From an optimization exercise on the open Yosys and OpenROAD flow, aimed at a short achievable clock period and few clock cycles per item; shortcuts taken in it are not production practice.
Function was checked by simulation only, so behaviour that the tests miss may differ from the original.
Power and IR drop assume default switching activity.

File: run.sh
#!/bin/bash
# synth_recipe.tcl (not shown) runs the flow's synth.tcl, then flattens the netlist and writes it again
# the make line also repeats each setting of config.mk as NAME=value (left out here)
make -C /OpenROAD-flow-scripts/flow DESIGN_CONFIG=/design/flow/config.mk WORK_HOME=/design/flow/orfs CLKGATE_MAP_FILE= SYNTH_SCRIPT=/design/flow/synth_recipe.tcl finish
File: config.mk
export PLATFORM = sky130hd
export DESIGN_NAME = lru_byte_budget_texture_cache
export DESIGN_NICKNAME = lru_byte_budget_texture_cache
export VERILOG_FILES = /design/flow/design.v
export SDC_FILE = /design/flow/constraint.sdc
export NUM_CORES = 4
export LEC_CHECK = 0
export ABC_CLOCK_PERIOD_IN_PS = 3000
export CAP_MARGIN = 20
export CORE_MARGIN = 2
export CORE_UTILIZATION = 40
export SETUP_SLACK_MARGIN = 5
export SLEW_MARGIN = 20
export SYNTH_MEMORY_MAX_BITS = 16384
export TNS_END_PERCENT = 10
File: constraint.sdc
create_clock -name core_clock -period 11.0 [get_ports {clk}]
set_input_delay 2.2000 -clock core_clock [delete_from_list [all_inputs] [get_ports {clk}]]
set_output_delay 2.2000 -clock core_clock [all_outputs]
set_load 0.01 [all_outputs]
File: design.v
`timescale 1ns / 1ps
`default_nettype none
package lbtc_pkg;
	localparam int ENTRIES     = 64;
	localparam int SLOT_W      = $clog2(ENTRIES);
	localparam int LINK_W      = SLOT_W + 1;
	localparam int COUNT_W     = LINK_W;
	localparam int MARGIN_ROWS = 4;
	localparam int WORD_BYTES  = 4;
	localparam logic [LINK_W-1:0] NIL = LINK_W'(ENTRIES);
	localparam logic [1:0] FN_ACCESS      = 2'd0;
	localparam logic [1:0] FN_REMOVE_POLY = 2'd1;
	localparam logic [1:0] FN_REMOVE_TEX  = 2'd2;
	localparam logic [1:0] FN_CLEAR       = 2'd3;
	localparam logic REG_BUDGET = 1'b0;
	localparam logic REG_TEXEL  = 1'b1;
	typedef struct packed {
		logic [15:0] polygon;
		logic [15:0] texture;
		logic [1:0]  mip;
		logic [31:0] size;
		logic [31:0] frame;
	} ent_t;
	typedef struct packed {
		logic [LINK_W-1:0] newer;
		logic [LINK_W-1:0] older;
	} lnk_t;
endpackage
`default_nettype wire
`timescale 1ns / 1ps
`default_nettype none
import lbtc_pkg::*;
module lbtc_size (
	input  wire logic [12:0] tex_width,
	input  wire logic [12:0] tex_height,
	input  wire logic [1:0]  mip_level,
	output logic      [12:0] cols,
	output logic      [13:0] rows
);
	always_comb begin
		cols = tex_width >> mip_level;
		rows = ((14'(tex_height) + ((14'd1 << mip_level) - 14'd1)) >> mip_level)
			+ 14'(2 * MARGIN_ROWS);
	end
endmodule
`default_nettype wire
`timescale 1ns / 1ps
`default_nettype none
import lbtc_pkg::*;
module lru_byte_budget_texture_cache (
	input  wire logic        clk,
	input  wire logic        arst_n,
	input  wire logic        cfg_we,
	input  wire logic        cfg_idx,
	input  wire logic [31:0] cfg_data,
	input  wire logic        start,
	output logic             busy,
	input  wire logic [1:0]  func,
	input  wire logic [15:0] polygon_id,
	input  wire logic [15:0] texture_id,
	input  wire logic [1:0]  mip_level,
	input  wire logic [12:0] tex_width,
	input  wire logic [12:0] tex_height,
	input  wire logic [15:0] lightmap_words,
	input  wire logic [31:0] frame_number,
	output logic             done,
	output logic             hit,
	output logic [5:0]       slot,
	output logic [31:0]      entry_bytes,
	output logic [6:0]       evicted_count,
	output logic [31:0]      total_bytes,
	output logic [6:0]       entry_count
);
	localparam int N = ENTRIES;
	logic [31:0]        budget_q;
	logic [2:0]         tb_q;
	logic [N-1:0]       valid_q;
	logic [31:0]        bytes_q;
	logic [COUNT_W-1:0] count_q;
	logic [15:0]        kpoly_q [N];
	logic [15:0]        ktex_q  [N];
	logic [1:0]         kmip_q  [N];
	logic [31:0]        ksize_q [N];
	logic [31:0]        kfrm_q  [N];
	logic [LINK_W-1:0]  nwr_q [N];
	logic [LINK_W-1:0]  odr_q [N];
	logic [LINK_W-1:0]  front_q, back_q;      
	logic [N-1:0]       front_oh, back_oh;    
	logic [31:0]        sz_front_q, sz_back_q;
	logic        s_full;
	logic [1:0]  s_func, a_func;
	logic [15:0] s_poly, s_tex, s_lw, a_poly, a_tex, a_lw;
	logic [1:0]  s_mip, a_mip;
	logic [12:0] s_w, a_w, s_h, a_h;
	logic [31:0] s_fr, a_fr;
	logic        a_v;
	logic [12:0] a_cols;
	logic [13:0] a_rows;
	logic [15:0] a_tc;
	logic        take, adv;
	lbtc_size u_size (
		.tex_width  (a_w),
		.tex_height (a_h),
		.mip_level  (a_mip),
		.cols       (a_cols),
		.rows       (a_rows)
	);
	assign a_tc = 16'(tb_q) * 16'(a_cols);
	assign take = start && !s_full;
	logic        p_v;
	logic [1:0]  p_func, p_mip;
	logic [15:0] p_poly, p_tex, p_lw;
	logic [15:0] p_tc;
	logic [13:0] p_rows;
	logic [31:0] p_fr, p_size;
	logic [33:0] p_k;
	logic [N-1:0] p_match, p_tmatch, p_feq;
	always_comb begin
		p_size = 32'(30'(p_tc) * 30'(p_rows)) + 32'({p_lw, 2'b00});
		p_k    = 34'(30'(p_tc) * 30'(p_rows)) + 34'({p_lw, 2'b00}) - {2'b00, budget_q};
		for (int i = 0; i < N; i++) begin
			p_match[i]  = (kpoly_q[i] == p_poly) && (kmip_q[i] == p_mip);
			p_tmatch[i] = (ktex_q[i] == p_tex) && (kmip_q[i] == p_mip);
			p_feq[i]    = (kfrm_q[i] == p_fr);
		end
	end
	logic        e_v;
	logic [1:0]  e_func, e_mip;
	logic [15:0] e_poly, e_tex;
	logic [31:0] e_fr, e_size;
	logic [33:0] e_k;
	logic [N-1:0] e_match, e_tmatch, e_feq;
	logic        e_keyeq, e_texeq, e_freq;
	logic [COUNT_W-1:0] e_evc;
	logic [N-1:0] u_kwe, u_fwe;
	logic [N-1:0] match, tmatch, feq, v_oh, f_oh, lowfree, pa;
	logic [N-1:0] r_oh, rm_oh, ins_oh, kwe, fwe, tm_rest;
	logic [N-1:0] o2_oh, n2_oh, xm_oh, x_oh, t_oh, nx_oh, ox_oh, front1_oh, back1_oh;
	logic [LINK_W-1:0] o2_b, n2_b, xm_nw, xm_od, nx, ox, front1, back1, t_b;
	logic         big, hit_c, back_cur, ev, more, fin, over, any_t, more_t, is_acc;
	logic         touch, x_is_front, x_is_back, unlink, link;
	logic [31:0]  size_v, size_h, size_r, sz_o2, sz_n2, sz_front_d, sz_back_d;
	logic [35:0]  dsum, tb_sum, tf_sum;
	logic         v_below;
	logic [N-1:0] tm_pre, vf_pre;
	logic [31:0]  d_add, d_sub, d_add_d, d_sub_d;
	logic         d_neg, d_cin, zero_q, d_neg_d, d_cin_d, zero_d;
	logic [35:0]  t0, t1, t2, t3, s1, c1, s2, c2, m1, m2, nb, nf, mb, mf;
	logic [31:0]  bytes_true;
	logic         r_done, r_hit;
	logic [5:0]   r_slot;
	logic [31:0]  r_eb;
	logic [6:0]   r_evc;
	logic [5:0]   slot_h, slot_f;
	always_comb begin
		for (int i = 0; i < N; i++) begin
			match[i]  = valid_q[i] && (u_kwe[i] ? e_keyeq : e_match[i]);
			tmatch[i] = valid_q[i] && (u_kwe[i] ? e_texeq : e_tmatch[i]);
			feq[i]    = u_fwe[i] ? e_freq : e_feq[i];
		end
		hit_c  = |match;
		is_acc = (e_func == FN_ACCESS);
		o2_b = '0;
		n2_b = '0;
		for (int i = 0; i < N; i++) begin
			o2_b = o2_b | (back_oh[i]  ? nwr_q[i] : LINK_W'(0));
			n2_b = n2_b | (front_oh[i] ? odr_q[i] : LINK_W'(0));
		end
		for (int i = 0; i < N; i++) begin
			o2_oh[i] = (|back_oh)  && (o2_b == LINK_W'(i));
			n2_oh[i] = (|front_oh) && (n2_b == LINK_W'(i));
		end
		if (!(|back_oh))  o2_b = NIL;
		if (!(|front_oh)) n2_b = NIL;
		size_h = '0;
		sz_o2  = '0;
		sz_n2  = '0;
		for (int i = 0; i < N; i++) begin
			size_h = size_h | (match[i] ? ksize_q[i] : 32'd0);
			sz_o2  = sz_o2  | (o2_oh[i] ? ksize_q[i] : 32'd0);
			sz_n2  = sz_n2  | (n2_oh[i] ? ksize_q[i] : 32'd0);
		end
		t0 = zero_q ? 36'd0 : {4'b0000, bytes_q};
		t1 = {4'b0000, d_add};
		t2 = {{4{d_neg}}, d_sub};
		t3 = {{2{e_k[33]}}, e_k};
		s2 = t0 ^ t1 ^ t2;
		m2 = (t0 & t1) | (t0 & t2) | (t1 & t2);
		c2 = {m2[34:0], d_cin};
		s1 = s2 ^ c2 ^ t3;
		m1 = (s2 & c2) | (s2 & t3) | (c2 & t3);
		c1 = {m1[34:0], 1'b0};
		dsum   = s1 + c1 + 36'hF_FFFF_FFFF;
		over   = !dsum[35];
		nb = ~{4'b0000, sz_back_q};
		nf = ~{4'b0000, sz_front_q};
		mb = (s1 & c1) | (s1 & nb) | (c1 & nb);
		mf = (s1 & c1) | (s1 & nf) | (c1 & nf);
		tb_sum = (s1 ^ c1 ^ nb) + {mb[34:0], 1'b0};
		tf_sum = (s1 ^ c1 ^ nf) + {mf[34:0], 1'b0};
		back_cur = |(back_oh & feq);
		v_oh     = back_cur ? front_oh : back_oh;
		size_v   = back_cur ? sz_front_q : sz_back_q;
		ev     = e_v && is_acc && !hit_c && (count_q != '0) && (over || count_q[SLOT_W]);
		big    = e_v && is_acc && !hit_c && !e_k[33] && (|e_k);
		more   = ev && (back_cur ? !tf_sum[35] : !tb_sum[35]) && (count_q > COUNT_W'(1))
			&& !big;
		vf_pre = ~valid_q;
		for (int k = 1; k < N; k = k * 2) vf_pre = vf_pre | (vf_pre << k);
		pa = ~(vf_pre << 1);
		lowfree = pa & ~valid_q;
		v_below = |(v_oh & pa);
		f_oh    = big ? N'(1) : (ev && v_below) ? v_oh : lowfree;
		tm_pre = tmatch;
		for (int k = 1; k < N; k = k * 2) tm_pre = tm_pre | (tm_pre << k);
		r_oh = tmatch & ~(tm_pre << 1);
		size_r = '0;
		for (int i = 0; i < N; i++) size_r = size_r | (r_oh[i] ? ksize_q[i] : 32'd0);
		any_t   = |tmatch;
		tm_rest = tmatch & ~r_oh;
		more_t  = |tm_rest;
		slot_h  = '0;
		slot_f  = '0;
		for (int i = 0; i < N; i++) begin
			if (match[i]) slot_h = slot_h | SLOT_W'(i);
			if (f_oh[i])  slot_f = slot_f | SLOT_W'(i);
		end
		kwe    = (e_v && is_acc && !hit_c) ? f_oh : '0;
		fwe    = (e_v && is_acc) ? (hit_c ? match : f_oh) : '0;
		ins_oh = more ? '0 : kwe;
		rm_oh  = '0;
		fin    = 1'b1;
		case (e_func)
			FN_ACCESS: begin
				rm_oh = big ? valid_q : ev ? v_oh : '0;
				fin   = !more;
			end
			FN_REMOVE_POLY: rm_oh = match;
			FN_REMOVE_TEX: begin
				rm_oh = r_oh;
				fin   = !more_t;
			end
			default: ;
		endcase
		if (!e_v) rm_oh = '0;
		touch = e_v && is_acc && hit_c && !(|(match & front_oh));
		xm_oh = '0;
		if (e_v && (touch || e_func == FN_REMOVE_POLY)) xm_oh = match;
		if (e_v && e_func == FN_REMOVE_TEX) xm_oh = r_oh;
		x_oh  = (e_v && is_acc && !hit_c) ? ((ev && !big) ? v_oh : '0) : xm_oh;
		xm_nw = '0;
		xm_od = '0;
		for (int i = 0; i < N; i++) begin
			xm_nw = xm_nw | (xm_oh[i] ? nwr_q[i] : LINK_W'(0));
			xm_od = xm_od | (xm_oh[i] ? odr_q[i] : LINK_W'(0));
		end
		unlink     = |x_oh;
		x_is_front = |(x_oh & front_oh);
		x_is_back  = |(x_oh & back_oh);
		nx = x_is_front ? NIL : x_is_back ? o2_b : xm_nw;
		ox = x_is_back ? NIL : x_is_front ? n2_b : xm_od;
		for (int i = 0; i < N; i++) begin
			nx_oh[i] = unlink && (nx == LINK_W'(i));
			ox_oh[i] = unlink && (ox == LINK_W'(i));
		end
		front1    = x_is_front ? n2_b : front_q;
		front1_oh = x_is_front ? n2_oh : front_oh;
		back1     = x_is_back ? o2_b : back_q;
		back1_oh  = x_is_back ? o2_oh : back_oh;
		if (big) begin
			front1    = NIL;
			front1_oh = '0;
			back1     = NIL;
			back1_oh  = '0;
			unlink    = 1'b0;
		end
		t_oh = touch ? match : ins_oh;
		t_b  = {1'b0, touch ? slot_h : slot_f};
		link = |t_oh;
		sz_front_d = sz_front_q;
		sz_back_d  = sz_back_q;
		if (x_is_front) sz_front_d = sz_n2;
		if (x_is_back)  sz_back_d  = sz_o2;
		if (link) begin
			sz_front_d = touch ? size_h : e_size;
			if (back1[SLOT_W]) sz_back_d = e_size;
		end
		d_add_d = '0;
		d_sub_d = '0;
		d_neg_d = 1'b0;
		d_cin_d = 1'b0;
		zero_d  = 1'b0;
		if (e_v) begin
			case (e_func)
				FN_ACCESS: begin
					if (!hit_c) begin
						if (!more) d_add_d = e_size;
						if (big) zero_d = 1'b1;
						else if (ev) begin
							d_sub_d = ~size_v;
							d_neg_d = 1'b1;
							d_cin_d = 1'b1;
						end
					end
				end
				FN_REMOVE_POLY: if (hit_c) begin
					d_sub_d = ~size_h;
					d_neg_d = 1'b1;
					d_cin_d = 1'b1;
				end
				FN_REMOVE_TEX: if (any_t) begin
					d_sub_d = ~size_r;
					d_neg_d = 1'b1;
					d_cin_d = 1'b1;
				end
				default: zero_d = 1'b1;
			endcase
		end
		bytes_true = (zero_q ? 32'd0 : bytes_q) + d_add + d_sub + 32'(d_cin);
	end
	assign adv = !e_v || fin;
	always_ff @(posedge clk or negedge arst_n) begin
		if (!arst_n) begin
			s_full   <= 1'b0;
			a_v      <= 1'b0;
			p_v      <= 1'b0;
			e_v      <= 1'b0;
			u_kwe    <= '0;
			u_fwe    <= '0;
			valid_q  <= '0;
			front_q  <= NIL;
			back_q   <= NIL;
			front_oh <= '0;
			back_oh  <= '0;
			bytes_q  <= '0;
			d_add    <= '0;
			d_sub    <= '0;
			d_neg    <= 1'b0;
			d_cin    <= 1'b0;
			zero_q   <= 1'b0;
			count_q  <= '0;
			budget_q <= '0;
			tb_q     <= 3'd1;
			r_done   <= 1'b0;
			done     <= 1'b0;
		end else begin
			if (adv) begin
				a_v    <= s_full || take;
				s_full <= 1'b0;
				p_v    <= a_v;
				e_v    <= p_v;
			end else if (take) begin
				s_full <= 1'b1;
			end
			u_kwe <= adv ? ins_oh : '0;
			u_fwe <= (adv && !more) ? fwe : '0;
			r_done <= e_v && fin;
			done   <= r_done;
			bytes_q <= bytes_true;
			d_add   <= d_add_d;
			d_sub   <= d_sub_d;
			d_neg   <= d_neg_d;
			d_cin   <= d_cin_d;
			zero_q  <= zero_d;
			if (e_v) begin
				if (e_func == FN_CLEAR) begin
					valid_q  <= '0;
					count_q  <= '0;
					front_q  <= NIL;
					back_q   <= NIL;
					front_oh <= '0;
					back_oh  <= '0;
				end else begin
					valid_q <= (valid_q & ~rm_oh) | ins_oh;
					if (big) count_q <= COUNT_W'(1);
					else count_q <= count_q - COUNT_W'(|rm_oh) + COUNT_W'(|ins_oh);
					if (link) begin
						front_q  <= t_b;
						front_oh <= t_oh;
						back_q   <= back1[SLOT_W] ? t_b : back1;
						back_oh  <= back1[SLOT_W] ? t_oh : back1_oh;
					end else begin
						front_q  <= front1;
						front_oh <= front1_oh;
						back_q   <= back1;
						back_oh  <= back1_oh;
					end
				end
			end
			if (cfg_we) begin
				if (cfg_idx == REG_BUDGET) begin
					budget_q <= cfg_data;
					valid_q  <= '0;
					front_q  <= NIL;
					back_q   <= NIL;
					front_oh <= '0;
					back_oh  <= '0;
					bytes_q  <= '0;
					d_add    <= '0;
					d_sub    <= '0;
					d_neg    <= 1'b0;
					d_cin    <= 1'b0;
					zero_q   <= 1'b0;
					count_q  <= '0;
				end else begin
					tb_q <= cfg_data[2:0];
				end
			end
		end
	end
	always_ff @(posedge clk) begin
		if (adv) begin
			if (s_full) begin
				a_func <= s_func;
				a_poly <= s_poly;
				a_tex  <= s_tex;
				a_mip  <= s_mip;
				a_w    <= s_w;
				a_h    <= s_h;
				a_lw   <= s_lw;
				a_fr   <= s_fr;
			end else begin
				a_func <= func;
				a_poly <= polygon_id;
				a_tex  <= texture_id;
				a_mip  <= mip_level;
				a_w    <= tex_width;
				a_h    <= tex_height;
				a_lw   <= lightmap_words;
				a_fr   <= frame_number;
			end
			p_func  <= a_func;
			p_poly  <= a_poly;
			p_tex   <= a_tex;
			p_mip   <= a_mip;
			p_tc    <= a_tc;
			p_rows  <= a_rows;
			p_lw    <= a_lw;
			p_fr    <= a_fr;
			e_func  <= p_func;
			e_poly  <= p_poly;
			e_tex   <= p_tex;
			e_mip   <= p_mip;
			e_fr    <= p_fr;
			e_size  <= p_size;
			e_k     <= p_k;
			e_match <= p_match;
			e_tmatch <= p_tmatch;
			e_feq   <= p_feq;
			e_keyeq <= (p_poly == e_poly) && (p_mip == e_mip);
			e_texeq <= (p_tex == e_tex) && (p_mip == e_mip);
			e_freq  <= (p_fr == e_fr);
			e_evc   <= '0;
		end else begin
			if (take) begin
				s_func <= func;
				s_poly <= polygon_id;
				s_tex  <= texture_id;
				s_mip  <= mip_level;
				s_w    <= tex_width;
				s_h    <= tex_height;
				s_lw   <= lightmap_words;
				s_fr   <= frame_number;
			end
			e_match  <= match;
			e_tmatch <= tm_rest;
			e_feq    <= feq;
			e_evc    <= e_evc + COUNT_W'(|rm_oh);
		end
		for (int i = 0; i < N; i++) begin
			if (kwe[i]) begin
				kpoly_q[i] <= e_poly;
				ktex_q[i]  <= e_tex;
				kmip_q[i]  <= e_mip;
				ksize_q[i] <= e_size;
			end
			if (fwe[i]) kfrm_q[i] <= e_fr;
		end
		for (int i = 0; i < N; i++) begin
			if (link && t_oh[i]) nwr_q[i] <= NIL;
			else if (link && front1_oh[i]) nwr_q[i] <= t_b;
			else if (ox_oh[i]) nwr_q[i] <= nx;
			if (link && t_oh[i]) odr_q[i] <= front1;
			else if (nx_oh[i]) odr_q[i] <= ox;
		end
		sz_front_q <= sz_front_d;
		sz_back_q  <= sz_back_d;
		if (e_v) begin
			r_hit  <= 1'b0;
			r_slot <= '0;
			r_eb   <= '0;
			r_evc  <= e_evc + COUNT_W'(|rm_oh);
			case (e_func)
				FN_ACCESS: begin
					r_hit  <= hit_c;
					r_slot <= hit_c ? slot_h : slot_f;
					r_eb   <= hit_c ? size_h : e_size;
					if (big) r_evc <= count_q;
				end
				FN_REMOVE_POLY: begin
					r_hit  <= hit_c;
					r_slot <= slot_h;
					r_eb   <= size_h;
				end
				FN_CLEAR: r_evc <= count_q;
				default: ;
			endcase
		end
		hit           <= r_hit;
		slot          <= r_slot;
		entry_bytes   <= r_eb;
		evicted_count <= r_evc;
		entry_count   <= count_q;
	end
	assign busy          = s_full;
	assign total_bytes   = bytes_q;
endmodule
`default_nettype wire
==> qor.tcl <==
set qor(synthesized_instance_count) 34300
set qor(numCtsBuffers) 916
set qor(tritoncts_num_sinks) 8405
set qor(clock_tree.buffer_depth) 5
set qor(yosysWarnings) 9
set qor(synth-seq-cells) 8405
set qor(cts_root_buf) {sky130_fd_sc_hd__clkbuf_16}
set qor(core.rowCount) 378
set qor(synth.avg_cell_area_um2) 12.3
set qor(initial_utilization_pct) 40.0
set qor(flow.first_error) {[ERROR GRT-0229] Vertical edge usage exceeds the maximum allowed. (129, 5) usage=65535 limit=2200}
set qor(place_congestion) 1.31
set qor(most_used_standard_cell_by_instance_count_after_synthesis) {sky130_fd_sc_hd__edfxtp_1}
set qor(ctsHtreeMaxLevel) 6
set qor(ys_seq_area_share_pct) 57.3
set qor(grt_max_degree) 129
set qor(synth_area_leaders) {sky130_fd_sc_hd__edfxtp_1, sky130_fd_sc_hd__xor2_1, sky130_fd_sc_hd__a22oi_1}
set qor(die_w_um) 1030
set qor(outcome) {did not finish}
set qor(yosys.cell_types.count) 106
set qor(dpl_worst_slack_ps) 38.7
set qor(synth_ff_type) {sky130_fd_sc_hd__edfxtp_1}
set qor(place_hpwl_um) 2550000
set qor(synth.largest_area_cell) {sky130_fd_sc_hd__edfxtp_1}
set qor(dieHeight_um) 1030
set qor(syn-num-nets) 35500
set qor(synth_top_area_share_pct) 51.1
set qor(synth.cells.most_frequent) {sky130_fd_sc_hd__edfxtp_1, sky130_fd_sc_hd__xor2_1, sky130_fd_sc_hd__a22oi_1}
set qor(failing_step) {5_1_grt}
set qor(async_s_r_ff_share_synth_pct) 5.63
set qor(synth_edf_count) 7201
set qor(io_pins) 234
set qor(mappedNetlistArea_um2) 423000
set qor(port_buffers) 232
set qor(placed_instance_area_um2) 469000
-- how the worst min path moves through the flow --
stage / startpoint / to / slack [ps] / cells after the start
detailed placement: r_hit / hit / 330 / 0
global placement: r_eb[8] / entry_bytes[8] / 330 / 0
floorplan: r_eb[0] / entry_bytes[0] / 320 / 0
CTS: r_hit / hit / 340 / 0
-- stage by stage --
| step | utilization (%) | std cells |
|---|---|---|
| 2_1_floorplan | - | 34300 |
| 3_3_place_gp | 44.3 | 49200 |
| 3_5_place_dp | 44.4 | 49300 |
| 4_1_cts | 47.6 | 51100 |
-- power by group through the flow --
| stage | sequential [mW] | combinational (mW) | clock, mW |
|---|---|---|---|
| 3_5_place_dp | 45.4 | 81.9 | 0 |
| 3_3_place_gp | 45.4 | 82.2 | 0 |
| 2_1_floorplan | 45.7 | 50.3 | 0 |
| 4_1_cts | 44.7 | 84.3 | 33.0 |
-- kinds of logic after synthesis --
kind of cell               after synthesis  share of synthesized area, %
AOI/OAI and AO/OA                     8633                          15.1
DFF                                   8405                          57.3
and+or+nand+nor                       7318                          8.85
xor gates and xnor gates              4402                          9.10
buffers and inverters                 3556                          3.22
muxes                                 1034                          2.59
adders and majority gates              983                          3.85
other                                    1                      0.000885
-- timing repair --
action,in CTS
gates cloned,13
setup buffers,87
setup endpoints to repair,8770
hold buffers,0
gates resized for setup,279
pin swaps,109
Testbench counts, summed over its fixed seeds: cycles 9,127, items 7,200.
